Context: an optimization exercise on an open-source flow, tuned for small area. The choices shown serve that exercise and are no tape-out recipe.
Only simulation tests tie the RTL to the original design; equivalence was not proved.
No activity file was given, so power comes from the tool's default toggle rates.

== build 29 ==
## ndma_obi_mem_sub
module ndma_obi_mem_sub #(
    parameter logic [31:0] BASE_ADDR   = 32'h0000_0000,
    parameter int unsigned DEPTH       = 64,
    parameter int unsigned GNT_WAIT    = 0,
    parameter int unsigned RVALID_WAIT = 0,
    parameter int unsigned MAX_OUTST   = 2
) (
    input  logic             clk_i,
    input  logic             rst_i,
    input  logic             obi_req_i,
    output logic             obi_gnt_o,
    input  logic [31:0]      obi_addr_i,
    input  logic             obi_we_i,
    input  logic [3:0]       obi_be_i,
    input  logic [31:0]      obi_wdata_i,
    input  logic [ndma_pkg::AID_W-1:0] obi_aid_i,
    output logic             obi_rvalid_o,
    output logic [31:0]      obi_rdata_o,
    output logic [ndma_pkg::AID_W-1:0] obi_rid_o,
    output logic             obi_err_o,
    input  logic             stall_i
);
    localparam int unsigned AW = $clog2(DEPTH);
    logic [32:0]   diff;
    logic [31:0]   off;
    logic [AW-1:0] idx;
    logic          err_a, unused_off;
    always_comb begin
        diff       = {1'b0, obi_addr_i} - {1'b0, BASE_ADDR};
        off        = diff[31:0];
        idx        = off[AW+1:2];
        unused_off = ^off[1:0];
        err_a      = (|obi_addr_i[1:0]) | diff[32] | (off >= 32'(4 * DEPTH));
    end
    if (GNT_WAIT == 0 && RVALID_WAIT == 0 && MAX_OUTST >= 2) begin : g_direct
        logic          gnt, wen;
        logic          rv_q, err_q, rok_q;
        logic [ndma_pkg::AID_W-1:0] rid_q;
        logic [31:0]   rd, rdata_q;
        logic [31:0]   mem_q [DEPTH];
        always_comb begin
            gnt       = ~rst_i & obi_req_i & ~stall_i;
  ...
For scale: about 3,900 cells after synthesis, ~2,100 flip-flops, ~75,000 sq um of cells after synthesis.
==> module ndma_obi_mem_sub, before the edit <==
module ndma_obi_mem_sub #(
    parameter logic [31:0] BASE_ADDR   = 32'h0000_0000,
    parameter int unsigned DEPTH       = 64,
    parameter int unsigned GNT_WAIT    = 0,
    parameter int unsigned RVALID_WAIT = 0,
    parameter int unsigned MAX_OUTST   = 2
) (
    input  logic             clk_i,
    input  logic             rst_i,
    input  logic             obi_req_i,
    output logic             obi_gnt_o,
    input  logic [31:0]      obi_addr_i,
    input  logic             obi_we_i,
    input  logic [3:0]       obi_be_i,
    input  logic [31:0]      obi_wdata_i,
    input  logic [ndma_pkg::AID_W-1:0] obi_aid_i,
    output logic             obi_rvalid_o,
    output logic [31:0]      obi_rdata_o,
    output logic [ndma_pkg::AID_W-1:0] obi_rid_o,
    output logic             obi_err_o,
    input  logic             stall_i
);
    localparam int unsigned AW = $clog2(DEPTH);
    logic [32:0]   diff;
    logic [31:0]   off;
    logic [AW-1:0] idx;
    logic          err_a, unused_off;
    always_comb begin
        diff       = {1'b0, obi_addr_i} - {1'b0, BASE_ADDR};
        off        = diff[31:0];
        idx        = off[AW+1:2];
        unused_off = ^off[1:0];
        err_a      = (|obi_addr_i[1:0]) | diff[32] | (off >= 32'(4 * DEPTH));
    end
    if (GNT_WAIT == 0 && RVALID_WAIT == 0 && MAX_OUTST >= 2) begin : g_direct
        logic          gnt, wen;
        logic          rv_q, err_q, rok_q;
        logic [ndma_pkg::AID_W-1:0] rid_q;
        logic [31:0]   rd, rdata_q;
        logic [31:0]   mem_q [DEPTH];
        always_comb begin
            gnt       = ~rst_i & obi_req_i & ~stall_i;
            obi_gnt_o = gnt;
            wen       = gnt & obi_we_i & ~err_a;
        end
        localparam int unsigned WG = 16;
        localparam int unsigned NG = (DEPTH + WG - 1) / WG;
        logic [31:0] wd [NG];
        for (genvar g = 0; g < NG; g++) begin : g_wd
            for (genvar i = 0; i < 32; i++) begin : g_bit
                ndma_and2 u_wd (.a(obi_wdata_i[i]), .b(~rst_i), .y(wd[g][i]));
            end
        end
        logic [DEPTH-1:0] row_n;
        logic [3:0]       lane_n;
        always_comb begin
            for (int unsigned w = 0; w < DEPTH; w++)
                row_n[w] = ~(rst_i | (wen & (idx == AW'(w))));
            lane_n = ~(obi_be_i | {4{rst_i}});
        end
        for (genvar w = 0; w < DEPTH; w++) begin : g_word
            for (genvar b = 0; b < 4; b++) begin : g_lane
                logic en;
                ndma_nor2 u_en (.a(row_n[w]), .b(lane_n[b]), .y(en));
                always_ff @(posedge clk_i) begin
                    if (en) mem_q[w][8*b +: 8] <= wd[w / WG][8*b +: 8];
                end
            end
        end
        localparam int unsigned LW = AW / 2;
        localparam int unsigned HW = AW - LW;
        logic [(1 << HW)-1:0] hi_n;
        logic [(1 << LW)-1:0] lo_n;
        logic [DEPTH-1:0]     rsel [4];
        always_comb begin
            for (int unsigned j = 0; j < (1 << HW); j++)
                hi_n[j] = ~(idx[AW-1:LW] == HW'(j));
            for (int unsigned k = 0; k < (1 << LW); k++)
                lo_n[k] = ~(idx[LW-1:0] == LW'(k));
        end
        for (genvar b = 0; b < 4; b++) begin : g_rlane
            for (genvar w = 0; w < DEPTH; w++) begin : g_word
                ndma_nor2 u_rs (
                    .a (hi_n[w >> LW]),
                    .b (lo_n[w & ((1 << LW) - 1)]),
                    .y (rsel[b][w])
                );
            end
        end
        for (genvar i = 0; i < 32; i++) begin : g_bit
            logic [DEPTH-1:0] col;
            for (genvar w = 0; w < DEPTH; w++) begin : g_col
                assign col[w] = mem_q[w][i];
            end
            ndma_sel_or #(.N(DEPTH)) u_rd (
                .sel (rsel[i / 8]),
                .d   (col),
                .y   (rd[i])
            );
        end
        always_ff @(posedge clk_i) begin
            rv_q    <= gnt;
            err_q   <= gnt & err_a;
            rok_q   <= gnt & ~obi_we_i & ~err_a;
            rid_q   <= gnt ? obi_aid_i : '0;
            rdata_q <= rd;
        end
        always_comb begin
            obi_rvalid_o = rv_q & ~rst_i;
            obi_err_o    = err_q & ~rst_i;
            obi_rid_o    = rid_q & {ndma_pkg::AID_W{~rst_i}};
            obi_rdata_o  = rdata_q & {32{rok_q & ~rst_i}};
        end
    end else begin : g_queued
        localparam int unsigned GW = $clog2(GNT_WAIT + 2);
        localparam int unsigned RW = $clog2(RVALID_WAIT + 2);
        localparam int unsigned OW = $clog2(MAX_OUTST + 1);
        logic [31:0]   mem_q [DEPTH];
        logic [GW-1:0] wait_q, wait_d;
        logic [RW-1:0] head_q, head_d;
        logic [OW-1:0] outst_q, outst_d;
        logic          accept, pop, fifo_full, fifo_empty;
        ndma_pkg::ndma_resp_t push_entry, head_entry;
        always_comb begin
            obi_gnt_o  = ~rst_i & obi_req_i & ~stall_i
                       & (wait_q == GW'(GNT_WAIT)) & (outst_q < OW'(MAX_OUTST));
            accept     = obi_gnt_o;
            push_entry.rdata = (obi_we_i | err_a) ? '0 : mem_q[idx];
            push_entry.rid   = obi_aid_i;
            push_entry.err   = err_a;
            obi_rvalid_o = ~rst_i & ~fifo_empty & (head_q == RW'(RVALID_WAIT));
            pop          = obi_rvalid_o;
            obi_rdata_o  = obi_rvalid_o ? head_entry.rdata : '0;
            obi_rid_o    = obi_rvalid_o ? head_entry.rid   : '0;
            obi_err_o    = obi_rvalid_o ? head_entry.err   : 1'b0;
            if (!obi_req_i || obi_gnt_o)        wait_d = '0;
            else if (wait_q != GW'(GNT_WAIT))   wait_d = wait_q + GW'(1);
            else                                wait_d = wait_q;
            if (pop || fifo_empty)              head_d = '0;
            else if (head_q != RW'(RVALID_WAIT)) head_d = head_q + RW'(1);
            else                                head_d = head_q;
            case ({accept, pop})
                2'b10:   outst_d = outst_q + OW'(1);
                2'b01:   outst_d = outst_q - OW'(1);
                default: outst_d = outst_q;
            endcase
        end
        always_ff @(posedge clk_i) begin
            if (rst_i) begin
                wait_q  <= '0;
                head_q  <= '0;
                outst_q <= '0;
                for (int unsigned i = 0; i < DEPTH; i++) mem_q[i] <= '0;
            end else begin
                wait_q  <= wait_d;
                head_q  <= head_d;
                outst_q <= outst_d;
                if (accept && obi_we_i && !err_a)
                    mem_q[idx] <= ndma_pkg::ndma_be_merge(mem_q[idx], obi_wdata_i, obi_be_i);
            end
        end
        ndma_resp_fifo #(
            .DEPTH (MAX_OUTST),
            .WIDTH ($bits(push_entry))
        ) u_resp_fifo (
            .clk_i   (clk_i),
            .rst_i   (rst_i),
            .push_i  (accept),
            .data_i  (push_entry),
            .pop_i   (pop),
            .full_o  (fifo_full),
            .empty_o (fifo_empty),
            .head_o  (head_entry)
        );
    end
endmodule
==> module ndma_and2, before the edit <==
module ndma_and2 (
    input  logic a,
    input  logic b,
    output logic y
);
    assign y = a & b;
endmodule
export LEC_CHECK = 0
export CAP_MARGIN = 10
export CORE_MARGIN = 2
export CORE_UTILIZATION = 60
export CTS_BUF_LIST = sky130_fd_sc_hd__clkbuf_8
export CTS_CLUSTER_DIAMETER = 100
export CTS_CLUSTER_SIZE = 16
export GPL_TIMING_DRIVEN = 0
export PLACE_DENSITY = 0.7
export SLEW_MARGIN = 10
export SYNTH_HIERARCHICAL = 1
export BUFFER_PORTS_ARGS = -buffer_cell sky130_fd_sc_hd__buf_1
export CTS_ARGS = -sink_clustering_enable -repair_clock_nets -dont_use_dummy_load -buf_list sky130_fd_sc_hd__clkbuf_8 -sink_clustering_size 16 -sink_clustering_max_diameter 100
create_clock -name core_clock -period 5.0 [get_ports {clk_i}]
standard.sh (not shown) runs the stock make flow with config.mk's settings and CLKGATE_MAP_FILE= SYNTH_SCRIPT=/design/flow/synth_recipe.tcl, a recipe that flattens the netlist after the stock synthesis.
==> flow/flow/run.sh <==
#!/bin/bash
# Standard ORFS layout (the standard.sh, standard synthesis unchanged) with
# two layout settings added to the config:
#   - port buffers are buf_1 instead of the default delay-cell buffer,
#   - clock tree synthesis without dummy loads.
# Each tool's output stays in the ORFS logs under orfs/logs; make's output goes
# to standard.log.
set -euo pipefail
cat >> config.mk <<'EOF'
export BUFFER_PORTS_ARGS = -buffer_cell sky130_fd_sc_hd__buf_1
export CTS_ARGS = -sink_clustering_enable -repair_clock_nets -dont_use_dummy_load -buf_list sky130_fd_sc_hd__clkbuf_8 -sink_clustering_size 16 -sink_clustering_max_diameter 100
EOF
bash standard.sh > standard.log 2>&1
Build 29 finished every stage; the final checks, however, were not passed, the failures being max-capacitance violations, max-slew violations.
### build 29 -> build 8
==> flow/design.v, changed modules only <==
module ndma_obi_mem_sub #(
    parameter logic [31:0] BASE_ADDR   = 32'h0000_0000,
    parameter int unsigned DEPTH       = 64,
    parameter int unsigned GNT_WAIT    = 0,
    parameter int unsigned RVALID_WAIT = 0,
    parameter int unsigned MAX_OUTST   = 2
) (
    input  logic             clk_i,
    input  logic             rst_i,
    input  logic             obi_req_i,
    output logic             obi_gnt_o,
    input  logic [31:0]      obi_addr_i,
    input  logic             obi_we_i,
    input  logic [3:0]       obi_be_i,
    input  logic [31:0]      obi_wdata_i,
    input  logic [ndma_pkg::AID_W-1:0] obi_aid_i,
    output logic             obi_rvalid_o,
    output logic [31:0]      obi_rdata_o,
    output logic [ndma_pkg::AID_W-1:0] obi_rid_o,
    output logic             obi_err_o,
    input  logic             stall_i
);
    localparam int unsigned AW = $clog2(DEPTH);
    logic [32:0]   diff;
    logic [31:0]   off;
    logic [AW-1:0] idx;
    logic          err_a, unused_off;
    always_comb begin
        diff       = {1'b0, obi_addr_i} - {1'b0, BASE_ADDR};
        off        = diff[31:0];
        idx        = off[AW+1:2];
        unused_off = ^off[1:0];
        err_a      = (|obi_addr_i[1:0]) | diff[32] | (off >= 32'(4 * DEPTH));
    end
    if (GNT_WAIT == 0 && RVALID_WAIT == 0 && MAX_OUTST >= 1) begin : g_direct
        logic          gnt, wen;
        logic          rv_q, err_q, rok_q;
        logic [ndma_pkg::AID_W-1:0] rid_q;
        logic [31:0]   rd, rdata_q;
        logic [31:0]   wd;
        logic [31:0]   mem_q [DEPTH];
        logic [DEPTH-1:0] rsel;
        always_comb begin
            gnt       = ~rst_i & obi_req_i & ~stall_i;
            obi_gnt_o = gnt;
            wen       = gnt & obi_we_i & ~err_a;
            wd        = obi_wdata_i & {32{~rst_i}};
        end
        logic [DEPTH-1:0] row_n;
        logic [3:0]       lane_n;
        always_comb begin
            for (int unsigned w = 0; w < DEPTH; w++)
                row_n[w] = ~(rst_i | (wen & (idx == AW'(w))));
            lane_n = ~(obi_be_i | {4{rst_i}});
        end
        for (genvar w = 0; w < DEPTH; w++) begin : g_word
            for (genvar b = 0; b < 4; b++) begin : g_lane
                logic en;
                ndma_nor2 u_en (.a(row_n[w]), .b(lane_n[b]), .y(en));
                always_ff @(posedge clk_i) begin
                    if (en) mem_q[w][8*b +: 8] <= wd[8*b +: 8];
                end
            end
        end
        always_comb begin
            for (int unsigned w = 0; w < DEPTH; w++)
                rsel[w] = (idx == AW'(w));
        end
        for (genvar i = 0; i < 32; i++) begin : g_bit
            logic [DEPTH-1:0] col;
            for (genvar w = 0; w < DEPTH; w++) begin : g_col
                assign col[w] = mem_q[w][i];
            end
            ndma_sel_or #(.N(DEPTH)) u_rd (
                .sel (rsel),
                .d   (col),
                .y   (rd[i])
            );
        end
        always_ff @(posedge clk_i) begin
            rv_q    <= gnt;
            err_q   <= gnt & err_a;
            rok_q   <= gnt & ~obi_we_i & ~err_a;
            rid_q   <= gnt ? obi_aid_i : '0;
            rdata_q <= rd;
        end
        always_comb begin
            obi_rvalid_o = rv_q & ~rst_i;
            obi_err_o    = err_q & ~rst_i;
            obi_rid_o    = rid_q & {ndma_pkg::AID_W{~rst_i}};
            obi_rdata_o  = rdata_q & {32{rok_q & ~rst_i}};
        end
    end else begin : g_queued
        localparam int unsigned GW = $clog2(GNT_WAIT + 2);
        localparam int unsigned RW = $clog2(RVALID_WAIT + 2);
        localparam int unsigned OW = $clog2(MAX_OUTST + 1);
        logic [31:0]   mem_q [DEPTH];
        logic [GW-1:0] wait_q, wait_d;
        logic [RW-1:0] head_q, head_d;
        logic [OW-1:0] outst_q, outst_d;
        logic          accept, pop, fifo_full, fifo_empty;
        ndma_pkg::ndma_resp_t push_entry, head_entry;
        always_comb begin
            obi_gnt_o  = ~rst_i & obi_req_i & ~stall_i
                       & (wait_q == GW'(GNT_WAIT)) & (outst_q < OW'(MAX_OUTST));
            accept     = obi_gnt_o;
            push_entry.rdata = (obi_we_i | err_a) ? '0 : mem_q[idx];
            push_entry.rid   = obi_aid_i;
            push_entry.err   = err_a;
            obi_rvalid_o = ~rst_i & ~fifo_empty & (head_q == RW'(RVALID_WAIT));
            pop          = obi_rvalid_o;
            obi_rdata_o  = obi_rvalid_o ? head_entry.rdata : '0;
            obi_rid_o    = obi_rvalid_o ? head_entry.rid   : '0;
            obi_err_o    = obi_rvalid_o ? head_entry.err   : 1'b0;
            if (!obi_req_i || obi_gnt_o)        wait_d = '0;
            else if (wait_q != GW'(GNT_WAIT))   wait_d = wait_q + GW'(1);
            else                                wait_d = wait_q;
            if (pop || fifo_empty)              head_d = '0;
            else if (head_q != RW'(RVALID_WAIT)) head_d = head_q + RW'(1);
            else                                head_d = head_q;
            case ({accept, pop})
                2'b10:   outst_d = outst_q + OW'(1);
                2'b01:   outst_d = outst_q - OW'(1);
                default: outst_d = outst_q;
            endcase
        end
        always_ff @(posedge clk_i) begin
            if (rst_i) begin
                wait_q  <= '0;
                head_q  <= '0;
                outst_q <= '0;
                for (int unsigned i = 0; i < DEPTH; i++) mem_q[i] <= '0;
            end else begin
                wait_q  <= wait_d;
                head_q  <= head_d;
                outst_q <= outst_d;
                if (accept && obi_we_i && !err_a)
                    mem_q[idx] <= ndma_pkg::ndma_be_merge(mem_q[idx], obi_wdata_i, obi_be_i);
            end
        end
        ndma_resp_fifo #(
            .DEPTH (MAX_OUTST),
            .WIDTH ($bits(push_entry))
        ) u_resp_fifo (
            .clk_i   (clk_i),
            .rst_i   (rst_i),
            .push_i  (accept),
            .data_i  (push_entry),
            .pop_i   (pop),
            .full_o  (fifo_full),
            .empty_o (fifo_empty),
            .head_o  (head_entry)
        );
    end
endmodule
// module ndma_and2 removed
## What came out
[build 8 vs build 29] horizontal extent of the die: lower in build 8. Delta (build 8 minus build 29): clock-cell share of area held steady, overall power consumption held steady. Re register share of the cell area: build 29 and build 8 aren't equal, and the higher value belongs to build 29. Build 8 vs build 29 — met3 usage dropped 1.5 points. In the metrics for build 29 and build 8, the one carrying the lower clock latency reported for the late side of the worst-skew pair is build 29. On build 8: number of ordinary inverters in the final layout is 9 lower than what build 29 gave. Relative to build 29, largest vdd supply drop increased by 2.0% in build 8. Build 8 completed end to end with timing, DRC and antenna clean. Layout overhead on the synthesized area for build 8: 3.2 points up relative to build 29. Between build 29 and build 8, the flow reports leakage power summed over all cells increasing slightly. Delta (build 8 minus build 29): wire length of the first global-routing pass saw a decrease, shortest clock period the worst path allows after layout decreased by 430 ps relative to the old numbers, wire length down about 4%, maximum frequency saw an increase.

separate check: timing with driven ports:
How much do the figures lean on ideal ports? The routed layouts below were timed once more, with nothing changed but the port constraints.
Step 1: set_driving_cell puts a clkbuf_16 on clk_i and a buf_2 on each other input, an assumption about the parent block.
Step 2, shift: input delay + t, output delay - t, t = (earliest + latest rising clock arrival at the registers) / 2. This alone moves slack from input paths to output paths.
Three values: no drivers, after step 1, after step 2; two values: the first two.
run | shift t [ns] | setup WS [ns] | hold WS [ns] | latest minus earliest clock arrival (ns)
build 29 | 0.926 | 0.046 / 0.027 / -0.624 | 0.283 / 0.235 / 0.517 | 0.105 / 0.105
build 8 | 0.956 | 0.477 / 0.408 / -0.548 | 0.294 / 0.241 / 0.566 | 0.069 / 0.070
For build 8, which loses most, drivers alone change the setup slack by -0.069 ns; drivers and shift together by -1.025 ns.
